What follows belongs to an exercise in optimizing a design on an open flow for a short achievable clock period and few clock cycles; a production flow would make more cautious choices. Function was checked by simulation only, so behaviour that the tests miss may differ from the original. No activity file was given, so power comes from the tool's default toggle rates.

==> run a <==
## rv_core
module rv_core (
  input  wire logic         clk,
  input  wire logic         reset,
  output logic [5:0]        o_imem_addr,
  input  wire logic [31:0]  i_imem_rdata,
  output logic [5:0]        o_dmem_addr,
  output logic              o_dmem_we,
  output logic [63:0]       o_dmem_wdata,
  input  wire logic [63:0]  i_dmem_rdata
);
export LEC_CHECK = 0
export CAP_MARGIN = 35
export CELL_PAD_IN_SITES_DETAIL_PLACEMENT = 1
export CELL_PAD_IN_SITES_GLOBAL_PLACEMENT = 2
export CORE_MARGIN = 2
export CORE_UTILIZATION = 40
export GPL_TIMING_DRIVEN = 1
export PLACE_DENSITY = 0.5
export SLEW_MARGIN = 20
export TNS_END_PERCENT = 25
create_clock -name core_clock -period 12.0 [get_ports {clk}]
standard.sh (not shown) runs the stock make flow with config.mk's settings and CLKGATE_MAP_FILE= SYNTH_SCRIPT=/design/flow/synth_recipe.tcl, a recipe that flattens the netlist after the stock synthesis.
==> flow/flow/run.sh <==
#!/bin/bash
# Standard synthesis, then the standard flow's own layout steps with two changes to how the
# layout is made (not to its constraints): repair_timing aims for SETUP_MARGIN ns
# of slack at the design's own clock period, so the timing repair keeps working
# past a positive slack, and the port buffers start as buf_4 cells.
set -euo pipefail
SETUP_MARGIN=${SETUP_MARGIN:-7.8}
bash standard.sh synth > synth.log 2>&1
bash standard.sh SETUP_SLACK_MARGIN=$SETUP_MARGIN "BUFFER_PORTS_ARGS=-buffer_cell sky130_fd_sc_hd__buf_4" finish > layout.log 2>&1
==> inputs of run b, as changes to run a <==
--- a/flow/design.v
+++ b/flow/design.v
@@ -217,41 +217,25 @@
   assign r_one  = !(x_valid && (x_aluw || x_ldw) && (r_rs1 == x_rd)) &&
                   !(lp1_v && (r_rs1 == lp1_rd)) &&
                   ((w_v && (r_rs1 == w_rd)) ? w_one :
                    (!(lp2_v && (r_rs1 == lp2_rd)) && of0[r_rs1]));
   assign r_zr   = r_aluw && r_am1 && r_one;
-  function automatic logic src_zero(input logic [4:0] sr, input logic [31:0] zfv,
-                                    input logic rwr, input logic [4:0] rrd, input logic rz,
-                                    input logic xv, input logic xaw, input logic xlw,
-                                    input logic [4:0] xrd, input logic xz,
-                                    input logic l1v, input logic [4:0] l1rd,
-                                    input logic l2v, input logic [4:0] l2rd,
-                                    input logic wv, input logic [4:0] wrd,
-                                    input logic wz);
-    logic z;
-    if (sr == 5'd0)
-      z = 1'b1;
-    else if (rwr && (sr == rrd))
-      z = rz;
-    else if (xv && xaw && (sr == xrd))
-      z = xz;
-    else if (xv && xlw && (sr == xrd))
-      z = 1'b0;
-    else if (l1v && (sr == l1rd))
-      z = 1'b0;
-    else if (wv && (sr == wrd))
-      z = wz;
-    else if (l2v && (sr == l2rd))
-      z = 1'b0;
-    else
-      z = zfv[sr];
-    src_zero = z;
-  endfunction
-  assign z1 = src_zero(w_rs1, zf0, r_wr, r_rd, r_zr, x_valid, x_aluw, x_ldw, x_rd, x_zero,
-                       lp1_v, lp1_rd, lp2_v, lp2_rd, w_v, w_rd, w_zero);
-  assign z2 = src_zero(w_rs2, zf0, r_wr, r_rd, r_zr, x_valid, x_aluw, x_ldw, x_rd, x_zero,
-                       lp1_v, lp1_rd, lp2_v, lp2_rd, w_v, w_rd, w_zero);
+  logic [31:1] x_ld_v, zrest;
+  logic [31:0] zrest0;
+  logic        r_s1, r_s2, x_s1, x_s2;
+  assign x_ld_v = x_valid ? x_ld_oh : 31'd0;
+  always_comb
+    for (int r = 1; r < 32; r++)
+      zrest[r] = !x_ld_v[r] && !lp1_oh[r] &&
+                 (w_oh[r] ? w_zero : (!lp2_oh[r] && zf[r]));
+  assign zrest0 = {zrest, 1'b1};
+  assign r_s1   = r_wr && (w_rs1 == r_rd) && (w_rs1 != 5'd0);
+  assign r_s2   = r_wr && (w_rs2 == r_rd) && (w_rs2 != 5'd0);
+  assign x_s1   = x_valid && x_aluw && (w_rs1 == x_rd);
+  assign x_s2   = x_valid && x_aluw && (w_rs2 == x_rd);
+  assign z1     = r_s1 ? r_zr : (x_s1 ? x_zero : zrest0[w_rs1]);
+  assign z2     = r_s2 ? r_zr : (x_s2 ? x_zero : zrest0[w_rs2]);
   assign always_t = d_beq && (w_rs1 == w_rs2);
   assign pred     = always_t || (d_beq && (w[31] || (z1 && z2)));
   assign target   = m_pc + {w[27:25], w[11:8]};
   assign seq      = m_pc + 7'd2;
   assign rs2_op = w[5];
==> comparison table <==
DPL Wire Length: run b 665,000 µm; run a 660,000 µm
Power density cells: run b 368 mW/mm²; run a 366 mW/mm²
Clock transition time at the flip-flop clock pins of the worst setup and hold paths: run b 60 ps; run a 70 ps
Antenna violations before repair: run b 120; run a 116
Endpoint of the worst hold-timing path: run b x_ld_oh[16]; run a x_ld_oh[8]
# Post-CTS Setup Buffers: run b 73; run a 111
Number of multi-input combinational cells: run b 14,100; run a 14,000
Transition at the pin with the smallest max-transition slack: run b 1520 ps; run a 1470 ps
Gr usage total: run b 0.516; run a 0.515
Die Wd: run b 634 µm; run a 633 µm
Area post-placement: run b 0.164 mm²; run a 0.163 mm²
Die height: run b 634 µm; run a 633 µm
Part of the power in combinational logic: run b 0.556; run a 0.552
Endpoint of the most critical setup path: run b regs[3][36]; run a x_sdat[60]
Largest net degree at the start of global routing: run b 176; run a 178
Clk Latency, worst-skew pair: run b 1060 ps; run a 1050 ps
Layout-stage area growth over the synthesis result: run b 14.0%; run a 14.0%
Result of the run: run b complete, but fails checks; run a no timing/DRC/antenna violations
Violated checks: run b max-slew violations; run a -
Share of Yosys cell area claimed by the top area cell type: run b 0.317; run a 0.318
Per-cell via count in the routed design: run b 7.29; run a 7.26
Post-Synthesis Cell Area: run b 0.159 mm²; run a 0.158 mm²
TritonCTS Buffers: run b 346; run a 344
Leakage: run b 68.0 nW; run a 67.5 nW
Maximum clock skew at final layout: run b 117 ps; run a 107 ps
Testbench counts of run a, summed over its fixed seeds: cycles 52,992.
Testbench counts of run b, summed over its fixed seeds: cycles 52,992.

[what the ideal ports hide]
The results above use ideal ports. As a check the final layouts listed here were re-extracted and re-timed, cells and wires unchanged. Step 1: set_driving_cell puts a clkbuf_16 on clk and a buf_2 on each other input, an assumption about the parent block. Step 2, shift: input delay + t, output delay - t, t = (earliest + latest rising clock arrival at the registers) / 2. This alone moves slack from input paths to output paths. Three values: ideal ports, drivers, drivers and shift; two values: the first two.
| run | t, ns | setup slack, ns | hold WS [ns] | worst setup path at the end | latest minus earliest clock arrival (ns) |
|---|---|---|---|---|---|
| run a | 1.117 | 7.636 / 7.615 / 6.711 | 0.321 / 0.321 / 0.321 | input to register | 0.112 / 0.112 |
| run b | 1.130 | 7.642 / 7.658 / 6.614 | 0.323 / 0.323 / 0.323 | input to register | 0.124 / 0.124 |
For run b, which loses most, drivers alone change the setup slack by +0.016 ns; drivers and shift together by -1.028 ns.
